From an optimization exercise on the open Yosys and OpenROAD flow, aimed at small area; shortcuts taken in it are not production practice. In this exercise RTL edits were held to simulation tests only and were not proved equivalent to the original. Power figures rest on the tool's default switching activity, not on a simulated workload.

Setup of v12:
## mem_app_bridge
module mem_app_bridge #(
    parameter int mem_width      = 32,
    parameter int app_data_width = 128,
    parameter int app_addr_width = 28,
    parameter int M_rd           = 4
) (
    input  logic                        clk_mem,
    input  logic                        reset,
    input  logic                        mem_cmd_valid,
    output logic                        mem_cmd_ready,
    input  logic [64:0]                 mem_cmd_data,
    input  logic                        mem_write_valid,
    output logic                        mem_write_ready,
    input  logic [mem_width-1:0]        mem_write_data,
    output logic                        mem_read_valid,
    input  logic                        mem_read_ready,
    output logic [mem_width-1:0]        mem_read_data,
    input  logic                        init_calib_complete,
    output logic                        app_en,
    input  logic                        app_rdy,
    output logic [2:0]                  app_cmd,
    output logic [app_addr_width-1:0]   app_addr,
    output logic [app_data_width-1:0]   app_wdf_data,
    output logic [app_data_width/8-1:0] app_wdf_mask,
    output logic                        app_wdf_wren,
    output logic                        app_wdf_end,
    input  logic                        app_wdf_rdy,
    input  logic [app_data_width-1:0]   app_rd_data,
    input  logic                        app_rd_data_valid,
    output logic                        busy
);
    logic [1:0]  state, state_n;
    logic        s_idle, s_wc, s_wi, s_rd;
    logic [31:0] left;        
    logic [3:0]  laneq;       
    logic [1:0]  lane;
    logic [15:0] rowq;        
    logic        rv;          
    logic [127:0] wbeat;      
    logic [3:0]  wload;
    logic [3:0]  wmask;       
    logic        armed;       
    logic [27:4] addr_q;
    logic        rnw_q;
    logic        en_q, wren_q;
    logic [4:0]  wp, rp;      
    logic [4:0]  occ;         
  ...
Size: roughly 6000 cells after synthesis, about 2200 flip-flops, about 450 I/O pins, about 0.075 mm^2 of cells after synthesis.
==> module mem_app_bridge, before the edit <==
module mem_app_bridge #(
    parameter int mem_width      = 32,
    parameter int app_data_width = 128,
    parameter int app_addr_width = 28,
    parameter int M_rd           = 4
) (
    input  logic                        clk_mem,
    input  logic                        reset,
    input  logic                        mem_cmd_valid,
    output logic                        mem_cmd_ready,
    input  logic [64:0]                 mem_cmd_data,
    input  logic                        mem_write_valid,
    output logic                        mem_write_ready,
    input  logic [mem_width-1:0]        mem_write_data,
    output logic                        mem_read_valid,
    input  logic                        mem_read_ready,
    output logic [mem_width-1:0]        mem_read_data,
    input  logic                        init_calib_complete,
    output logic                        app_en,
    input  logic                        app_rdy,
    output logic [2:0]                  app_cmd,
    output logic [app_addr_width-1:0]   app_addr,
    output logic [app_data_width-1:0]   app_wdf_data,
    output logic [app_data_width/8-1:0] app_wdf_mask,
    output logic                        app_wdf_wren,
    output logic                        app_wdf_end,
    input  logic                        app_wdf_rdy,
    input  logic [app_data_width-1:0]   app_rd_data,
    input  logic                        app_rd_data_valid,
    output logic                        busy
);
    logic [1:0]  state, state_n;
    logic        s_idle, s_wc, s_wi, s_rd;
    logic [31:0] left;        
    logic [3:0]  laneq;       
    logic [1:0]  lane;
    logic [15:0] rowq;        
    logic        rv;          
    logic [127:0] wbeat;      
    logic [3:0]  wload;
    logic [3:0]  wmask;       
    logic        armed;       
    logic [27:4] addr_q;
    logic        rnw_q;
    logic        en_q, wren_q;
    logic [4:0]  wp, rp;      
    logic [4:0]  occ;         
    logic        cmd_fire, wr_fire, rd_fire, step;
    logic        last_word, lane3, wr_last, beat_done;
    logic        rd_valid, rd_pop, more, rd_issue, addr_inc;
    logic [4:0]  wp_n, rp_n;
    logic [3:0]  lane_oh;
    assign s_idle = (state == mem_app_bridge_pkg::IDLE);
    assign s_wc   = (state == mem_app_bridge_pkg::WR_COLLECT);
    assign s_wi   = (state == mem_app_bridge_pkg::WR_ISSUE);
    assign s_rd   = (state == mem_app_bridge_pkg::RD_ACTIVE);
    assign mem_cmd_ready = reset && s_idle && init_calib_complete;
    assign cmd_fire      = mem_cmd_ready && mem_cmd_valid;
    assign last_word = (left == 32'd1);
    assign lane3     = laneq[3];
    assign lane      = {laneq[3] | laneq[2], laneq[3] | laneq[1]};
    assign mem_write_ready = s_wc;
    assign wr_fire   = s_wc && mem_write_valid;
    assign wr_last   = wr_fire && (lane3 || last_word);
    assign beat_done = s_wi && (!en_q || app_rdy) && (!wren_q || app_wdf_rdy);
    assign rd_valid  = rv;
    assign rd_fire   = rd_valid && mem_read_ready;
    assign rd_pop    = rd_fire && (lane3 || last_word);
    assign step      = wr_fire || rd_fire;
    assign more     = (|left[31:6]) ||
                      ((7'(left[5:0]) + 7'(lane)) > {1'b0, occ[3:0], 2'b00});
    assign rd_issue = s_rd && more && !occ[4] && (!en_q || app_rdy);
    assign addr_inc = (s_rd && en_q && app_rdy) || beat_done;
    always_comb begin
        for (int k = 0; k < 4; k++) wload[k] = wr_fire && laneq[k];
        for (int k = 0; k < 4; k++) lane_oh[k] = rv && laneq[k];
    end
    fifo_sync u_rd_buf (
        .clk     (clk_mem),
        .wr_en   (app_rd_data_valid),
        .wr_row  (wp[3:0]),
        .din     (app_rd_data),
        .rd_row  (rowq),
        .wload   (wload),
        .wdin    (mem_write_data),
        .rd_lane (lane_oh),
        .dout    (mem_read_data),
        .row0    (wbeat)
    );
    assign mem_read_valid = rd_valid;
    assign app_en       = en_q;
    assign app_cmd      = {2'b00, rnw_q};
    assign app_addr     = {addr_q, 4'b0000};
    assign app_wdf_wren = wren_q;
    assign app_wdf_end  = wren_q;
    assign busy         = !s_idle;
    always_comb begin
        for (int k = 0; k < 4; k++) begin
            app_wdf_data[32*k +: 32] = (armed && !wmask[k]) ? wbeat[32*k +: 32] : 32'd0;
            app_wdf_mask[4*k +: 4]   = {4{wmask[k]}};
        end
    end
    always_comb begin
        state_n = state;
        unique case (state)
            mem_app_bridge_pkg::IDLE:
                if (cmd_fire && mem_cmd_data[31:0] != 32'd0)
                    state_n = mem_cmd_data[64] ? mem_app_bridge_pkg::RD_ACTIVE
                                               : mem_app_bridge_pkg::WR_COLLECT;
            mem_app_bridge_pkg::WR_COLLECT:
                if (wr_last) state_n = mem_app_bridge_pkg::WR_ISSUE;
            mem_app_bridge_pkg::WR_ISSUE:
                if (beat_done)
                    state_n = (left == 32'd0) ? mem_app_bridge_pkg::IDLE
                                              : mem_app_bridge_pkg::WR_COLLECT;
            default:
                if (rd_fire && last_word) state_n = mem_app_bridge_pkg::IDLE;
        endcase
    end
    assign wp_n = wp + 5'(app_rd_data_valid);
    assign rp_n = rp + 5'(rd_pop);
    always_ff @(posedge clk_mem or negedge reset) begin
        if (!reset) begin
            state <= mem_app_bridge_pkg::IDLE;
            rv    <= 1'b0;
            rowq  <= 16'd1;
        end else begin
            state <= state_n;
            rv    <= (state_n == mem_app_bridge_pkg::RD_ACTIVE) && (wp_n != rp_n);
            if (rd_pop) rowq <= {rowq[14:0], rowq[15]};
        end
    end
    always_ff @(posedge clk_mem) begin
        if (cmd_fire) begin
            left <= mem_cmd_data[31:0];
            for (int k = 0; k < 4; k++) laneq[k] <= (mem_cmd_data[33:32] == 2'(k));
        end else if (step) begin
            left  <= left - 32'd1;
            laneq <= {laneq[2:0], laneq[3]};
        end
    end
    always_ff @(posedge clk_mem or negedge reset) begin
        if (!reset) begin
            wmask  <= '0;
            armed  <= 1'b0;
            addr_q <= '0;
            rnw_q  <= 1'b0;
            en_q   <= 1'b0;
            wren_q <= 1'b0;
            wp     <= '0;
            rp     <= '0;
            occ    <= '0;
        end else begin
            if (cmd_fire) begin
                armed  <= 1'b1;
                rnw_q  <= mem_cmd_data[64];
                addr_q <= mem_cmd_data[57:34];
            end else if (addr_inc) begin
                addr_q <= addr_q + 24'd1;
            end
            if (cmd_fire || beat_done) wmask <= 4'hF;
            else wmask <= wmask & ~wload;
            en_q   <= wr_last || rd_issue || (en_q && !app_rdy);
            wren_q <= wr_last || (wren_q && !app_wdf_rdy);
            wp <= wp_n;
            rp <= rp_n;
            occ <= occ + 5'(rd_issue) - 5'(rd_pop);
        end
    end
endmodule
export LEC_CHECK = 0
export CAP_MARGIN = 20
export CORE_MARGIN = 2
export CORE_UTILIZATION = 70
export SLEW_MARGIN = 20
export SYNTH_HIERARCHICAL = 1
export SYNTH_MINIMUM_KEEP_SIZE = 0
create_clock -name core_clock -period 7.0 [get_ports {clk_mem}]
standard.sh (not shown) runs the stock make flow with config.mk's settings and CLKGATE_MAP_FILE= SYNTH_SCRIPT=/design/flow/synth_recipe.tcl, a recipe that flattens the netlist after the stock synthesis.
==> flow/flow/run.sh <==
#!/bin/bash
set -o pipefail
export BUFFER_PORTS_ARGS="-buffer_cell sky130_fd_sc_hd__buf_1"
export CTS_ARGS="-sink_clustering_enable -repair_clock_nets -dont_use_dummy_load -buf_list {sky130_fd_sc_hd__clkbuf_16} -sink_clustering_size 25 -sink_clustering_max_diameter 80"
bash standard.sh finish 2>&1 | tee standard_flow.log
#### Input delta (v1 over v12)
diff --git a/flow/design.v b/flow/design.v
--- a/flow/design.v
+++ b/flow/design.v
@@ -257,12 +257,41 @@
         end
     end
+    logic [31:0] left_dec, left_nx;
+    logic [3:0]  lane_ld, laneq_nx;
+    logic [27:4] addr_inc_v, addr_nx;
+    logic        n_ctr, n_addr;
+    assign left_dec   = left - 32'd1;
+    assign addr_inc_v = addr_q + 24'd1;
+    assign n_ctr      = !(cmd_fire || step);
+    assign n_addr     = !(cmd_fire || addr_inc);
+    always_comb
+        for (int k = 0; k < 4; k++) lane_ld[k] = (mem_cmd_data[33:32] == 2'(k));
+    for (genvar b = 0; b < 32; b++) begin : g_left
+        st_hold3 u_hold (
+            .ld_a (cmd_fire), .d_a (mem_cmd_data[b]),
+            .ld_b (step),     .d_b (left_dec[b]),
+            .nld  (n_ctr),    .q   (left[b]),
+            .y    (left_nx[b])
+        );
+    end
+    for (genvar k = 0; k < 4; k++) begin : g_lane
+        st_hold3 u_hold (
+            .ld_a (cmd_fire), .d_a (lane_ld[k]),
+            .ld_b (step),     .d_b (laneq[(k + 3) % 4]),
+            .nld  (n_ctr),    .q   (laneq[k]),
+            .y    (laneq_nx[k])
+        );
+    end
+    for (genvar b = 4; b < 28; b++) begin : g_addr
+        st_hold3 u_hold (
+            .ld_a (cmd_fire), .d_a (mem_cmd_data[30 + b]),
+            .ld_b (addr_inc), .d_b (addr_inc_v[b]),
+            .nld  (n_addr),   .q   (addr_q[b]),
+            .y    (addr_nx[b])
+        );
+    end
     always_ff @(posedge clk_mem) begin
-        if (cmd_fire) begin
-            left <= mem_cmd_data[31:0];
-            for (int k = 0; k < 4; k++) laneq[k] <= (mem_cmd_data[33:32] == 2'(k));
-        end else if (step) begin
-            left  <= left - 32'd1;
-            laneq <= {laneq[2:0], laneq[3]};
-        end
+        left  <= left_nx;
+        laneq <= laneq_nx;
     end
     always_ff @(posedge clk_mem or negedge reset) begin
@@ -281,8 +310,6 @@
                 armed  <= 1'b1;
                 rnw_q  <= mem_cmd_data[64];
-                addr_q <= mem_cmd_data[57:34];
-            end else if (addr_inc) begin
-                addr_q <= addr_q + 24'd1;
             end
+            addr_q <= addr_nx;
             if (cmd_fire || beat_done) wmask <= 4'hF;
             else wmask <= wmask & ~wload;
Findings:
Diff v12 -> v1 | total die area | decrease of about 0.46%. Status: proportion of power drawn by the clock network parity (v12, v1). The proportion of final cell area spent on non-clock buffers on v1 is in line with that on v12. v1 ended with less sequential fraction of total cell area than v12. v12 ended up with mem_read_data[9] as its end point of the critical path; v1 ended up with mem_read_data[6]. Relative to v12, the switching portion of total power of v1 is lower by 0.22 points. Diff v12..v1 | wire length per cell after detailed routing | negligible.

## static timing again, ports no longer ideal
The flow's constraints put no driver on any port. The routed layouts listed below were extracted and timed again, unchanged, in two steps.
Step 1, drivers: a clkbuf_16 drives clk_mem and a buf_2 each remaining input, both assumed.
Step 2 moves the port delays by t, midway between the first and last clock arrival at a register: inputs arrive t later, outputs are due t later. That takes back most of the time a late clock gives input paths.
Three values: ideal ports, drivers, drivers and shift; two values: the first two.
run	t, ns	slack for setup (ns)	worst setup path at the end	worst data-port slew with drivers (ns)	cell pins on the clock port's net
v12	0.793	0.737 / 0.656 / 1.449	register to output	0.12	1
v1	0.814	0.675 / 0.584 / 1.398	register to output	0.18	1
After both steps every run listed still meets setup and hold.
